What follows belongs to an exercise in optimizing a design on an open flow for small area; a production flow would make more cautious choices. The RTL was checked by simulation tests, not by an equivalence proof against the original design.

==> job 8186 <==
==> flow/design.v (excerpt) <==
module two_stack_integer_vm (
  input  wire logic               clk_i,
  input  wire logic               rst_ni,
  input  wire logic               push,
  output logic                    full,
  input  wire logic [3:0]         kind_i,
  input  wire logic signed [31:0] immediate_i,
  output logic                    empty,
  input  wire logic               pop,
  output logic signed [31:0]      value_o,
  output logic [1:0]              status_o
);
export LEC_CHECK = 0
export ABC_AREA = 1
export CAP_MARGIN = 20
export CORE_MARGIN = 2
export CORE_UTILIZATION = 40
export SLEW_MARGIN = 20
create_clock -name core_clock -period 10.0 [get_ports {clk_i}]
standard.sh (not shown) runs the stock make flow with config.mk's settings and CLKGATE_MAP_FILE= SYNTH_SCRIPT=/design/flow/synth_recipe.tcl, a recipe that flattens the netlist after the stock synthesis.
==> flow/flow/run.sh <==
#!/bin/bash
set -euo pipefail
export CTS_ARGS="-sink_clustering_enable -repair_clock_nets -dont_use_dummy_load -buf_list sky130_fd_sc_hd__clkbuf_8 -sink_clustering_size 20 -sink_clustering_max_diameter 60"
export BUFFER_PORTS_ARGS="-buffer_cell sky130_fd_sc_hd__buf_1"
export RECOVER_POWER=100
bash standard.sh finish > flow_make.log 2>&1
==> inputs of job 2379, as changes to job 8186 <==
--- a/flow/design.v
+++ b/flow/design.v
@@ -33,17 +33,17 @@
   output logic                    empty,
   input  wire logic               pop,
   output logic signed [31:0]      value_o,
   output logic [1:0]              status_o
 );
   logic [31:0] os [StackDepth];    
   logic [31:0] rs [StackDepth];    
   logic       owe, rwe;
-  logic [3:0] owa, rwa;
+  logic [3:0] owa, rwa, rra;
   logic [1:0] owd, rwd;
   logic [1:0] rdA, rdB, rdR;
   for (genvar j = 0; j < StackDepth; j++) begin : g_ent
     always_ff @(posedge clk_i) begin
       os[j] <= {(owe && owa == j) ? owd : os[j][1:0], os[j][31:2]};
       rs[j] <= {(rwe && rwa == j) ? rwd : rs[j][1:0], rs[j][31:2]};
     end
   end
@@ -55,24 +55,20 @@
   logic [31:0] ob;           
   logic [4:0]  oc, rc;       
   logic        cy;           
   logic        shR, shB;     
   logic        zl, zr;       
   logic        sl, sr;       
   logic        sg;           
   logic        bq;           
-  logic [4:0] oc_d1, oc_d2, rc_d1;
   logic [3:0] oc_m1, oc_m2, rc_m1;
-  assign oc_d1 = oc - 5'd1;
-  assign oc_d2 = oc - 5'd2;
-  assign rc_d1 = rc - 5'd1;
-  assign oc_m1 = oc_d1[3:0];
-  assign oc_m2 = oc_d2[3:0];
-  assign rc_m1 = rc_d1[3:0];
+  assign oc_m1 = oc[3:0] - 4'd1;
+  assign oc_m2 = oc[3:0] - 4'd2;
+  assign rc_m1 = rc[3:0] - 4'd1;
   logic k_push, k_ist, k_prt, k_not, k_lt, k_gt, k_add, k_sub, k_mul, k_div;
   logic k_or, k_eq, k_and, k_bin;
   assign k_push = kind_i == KindPush;
   assign k_ist  = kind_i == KindIstore;
   assign k_prt  = kind_i == KindPrint;
   assign k_not  = kind_i == KindNot;
   assign k_lt   = kind_i == KindLt;
   assign k_gt   = kind_i == KindGt;
@@ -122,51 +118,35 @@
     if (errp)                                   last = 1'b1;
     else if (k_mul)                             last = (c == 6'd32);
     else if (k_div)                             last = c_last_div;
     else if (k_not || (k_bin && !k_add && !k_sub)) last = c1;
     else                                        last = 1'b1;
   end
   assign fin  = act & ph15 & last;
   assign full = ~fin;
-  logic [1:0] ev [StackDepth/2];
-  logic [1:0] od [StackDepth/2];
-  for (genvar j = 0; j < StackDepth/2; j++) begin : g_eo
-    assign ev[j] = os[2*j][1:0];
-    assign od[j] = os[2*j+1][1:0];
-  end
-  logic [2:0] ea, oa;
-  logic [1:0] rdE, rdO;
-  assign ea  = oc_m1[0] ? oc_m2[3:1] : oc_m1[3:1];
-  assign oa  = oc_m1[0] ? oc_m1[3:1] : oc_m2[3:1];
-  assign rdE = ev[ea];
-  assign rdO = od[oa];
-  assign rdA = oc_m1[0] ? rdO : rdE;
-  assign rdB = oc_m1[0] ? rdE : rdO;
-  logic [31:0] wR;
-  assign wR  = rs[rc_m1];
+  assign rra = k_ist ? rc_m1 : rc[3:0];
+  logic [31:0] wA, wB, wR;
+  assign wA  = os[oc_m1];
+  assign wB  = os[oc_m2];
+  assign wR  = rs[rra];
+  assign rdA = wA[1:0];
+  assign rdB = wB[1:0];
   assign rdR = wR[1:0];
   logic [1:0] imm_d;
-  logic [15:0] phoh;
-  always_comb begin
-    imm_d = 2'b00;
-    for (int i = 0; i < 16; i++) begin
-      phoh[i] = (ph == i);
-      imm_d = imm_d | ({2{phoh[i]}} & immediate_i[2*i +: 2]);
-    end
-  end
+  assign imm_d = immediate_i[{ph, 1'b0} +: 2];
   logic div_p1, div_d, div_f, mul_a, first;
   assign div_p1 = k_div & c1;                     
   assign div_d  = k_div & ~c0 & ~c1 & ~c_last_div;  
   assign div_f  = k_div & c_last_div;             
   assign mul_a  = k_mul & ~c0;                    
   assign first  = (k_mul & c1) | (k_div & c2);    
   logic [1:0] rdRg, shiftR, shiftB, X, Y, Ys, S;
   logic       inv, cin, cc1, cc2, x32, sgn;
-  assign rdRg   = first ? 2'b00 : ob[1:0];
+  assign rdRg   = first ? 2'b00 : rdR;
   assign shiftR = {rdRg[0], ph0 ? (k_div & bq) : shR};
   assign shiftB = {rdB[0],  ph0 ? (k_div & ~sg) : shB};
   always_comb begin
     if (k_add || k_sub || k_lt || k_gt) X = rdB;
     else if (mul_a || div_d)            X = shiftR;
     else                                X = 2'b00;
     if (div_p1)     Ys = rdB;
     else if (div_f) Ys = shiftB;
@@ -221,22 +201,20 @@
     else if (k_mul)      rwe = ok & ~c0;
     else if (k_div)      rwe = ok & ~c0 & ~c1;
     else if (k_bin) begin
       rwe = ok & c1;
       rwd = {1'b0, ph0 & res};
     end
   end
   always_ff @(posedge clk_i) begin
-    if (!act)      c <= '0;
-    else if (ph15) c <= c + 6'd1;
-    cy  <= cc2;
-    shR <= rdRg[1];
-    shB <= div_p1 ? S[1] : rdB[1];
     if (act) begin
+      cy  <= cc2;
+      shR <= rdRg[1];
+      shB <= div_p1 ? S[1] : rdB[1];
       if (c0) begin
         zr <= (~ph0 & zr) | rdA[1] | rdA[0];
         zl <= (~ph0 & zl) | rdB[1] | rdB[0];
       end
       if (ph15) begin
         bq <= div_p1 ? S[1] : rdB[1];
         if (c0) begin
           sl <= rdB[1];
@@ -244,45 +222,47 @@
         end
         if (k_div) begin
           if (c0)         sg <= 1'b0;
           else if (div_d) sg <= sgn;
         end else if (c0) begin
           sg <= sgn;
         end
       end
-      if (emit)               ob <= {(k_prt & ~errp) ? rdA : 2'b00, ob[31:2]};
-      else if (mul_a || div_d) ob <= {S, ob[31:2]};
+      if (emit) ob <= {(k_prt & ~errp) ? rdA : 2'b00, ob[31:2]};
       if (fin && emit) st_q <= errp ? chk_st : StOk;
     end
   end
   always_ff @(posedge clk_i or negedge rst_ni) begin
     if (!rst_ni) begin
       ph  <= '0;
+      c   <= '0;
       act <= 1'b0;
       ov  <= 1'b0;
       oc  <= '0;
       rc  <= '0;
     end else begin
       ph <= ph + 4'd1;
       if (!act) begin
+        c <= '0;
         if (push && ph15 && !ov) act <= 1'b1;
       end else if (ph15) begin
+        c <= c + 6'd1;
         if (last) act <= 1'b0;
       end
       if (fin && emit)  ov <= 1'b1;
       else if (pop)     ov <= 1'b0;
       if (fin && !errp) begin
         if (k_push) oc <= oc + 5'd1;
         else if (k_ist) begin
           oc <= oc + 5'd1;
-          rc <= rc_d1;
-        end else if (k_prt) oc <= oc_d1;
+          rc <= rc - 5'd1;
+        end else if (k_prt) oc <= oc - 5'd1;
         else if (k_bin) begin
-          oc <= oc_d2;
+          oc <= oc - 5'd2;
           rc <= rc + 5'd1;
         end
       end
     end
   end
   assign empty    = ~ov;
   assign value_o  = ob;
   assign status_o = st_q;
==> flow/run.sh (new file) <==
#!/bin/bash
# synth_recipe.tcl (not shown) runs the flow's synth.tcl, then flattens the netlist and writes it again
# the make line also repeats each setting of config.mk as NAME=value (left out here)
make -C /OpenROAD-flow-scripts/flow DESIGN_CONFIG=/design/flow/config.mk WORK_HOME=/design/flow/orfs CLKGATE_MAP_FILE= SYNTH_SCRIPT=/design/flow/synth_recipe.tcl finish
- ABC_AREA: 1 -> default
removed: flow/flow/run.sh
removed: flow/standard.sh
==> flow_summary.ini <==
[cells_and_area]
fill_cells = 5820
clkbuf_count = 67

[yosys]
synth-async-reset-ratio = 0.0147
synth_mux_area_frac = 0

[run_status]
status = complete, no violations

[sta]
holdWs_ns = 0.278

[placed_design]
dp_cells = 2836

[routing]
topRoutingLayerUsed = met5

[critical_path]
cpMaxStageDelayCell = o21ai_0
[end of results for job 8186]
==> flow_summary.ini <==
[run_status]
status = complete, no violations

[yosys]
synth-async-reset-ratio = 0.0202
synth_mux_area_frac = 0.0446

[cells_and_area]
clkbuf_count = 139
fill_cells = 5619

[sta]
holdWs_ns = 0.301

[critical_path]
worst-path-stages = 8
cpMaxStageDelayCell = clkdlybuf4s50_1
[end of results for job 2379]

port drivers added, routing unchanged:
Ports are ideal in the flow. The routed layouts listed here were re-timed in OpenROAD.
Step 1 assumes that a clkbuf_16 drives the clock port and a buf_2 every other input.
Step 2 moves the port delays by t, midway between the first and last clock arrival at a register: inputs arrive t later, outputs are due t later. That takes back most of the time a late clock gives input paths.
Three values: ideal, step 1, step 2; two values: the first two.
| run | shift t [ns] | slack for setup (ns) | worst setup path at the end | clock arrival spread, ns | cell pins on the clock port's net |
|---|---|---|---|---|---|
| job 8186 | 0.693 | 3.307 / 3.182 / 3.182 | input to output | 0.084 / 0.084 | 1 |
| job 2379 | 0.700 | 2.601 / 2.535 / 2.535 | input to output | 0.037 / 0.037 | 1 |
After both steps setup and hold are still met in every run listed. For job 8186, which loses most, drivers alone change the setup slack by -0.125 ns; drivers and shift together by -0.125 ns.
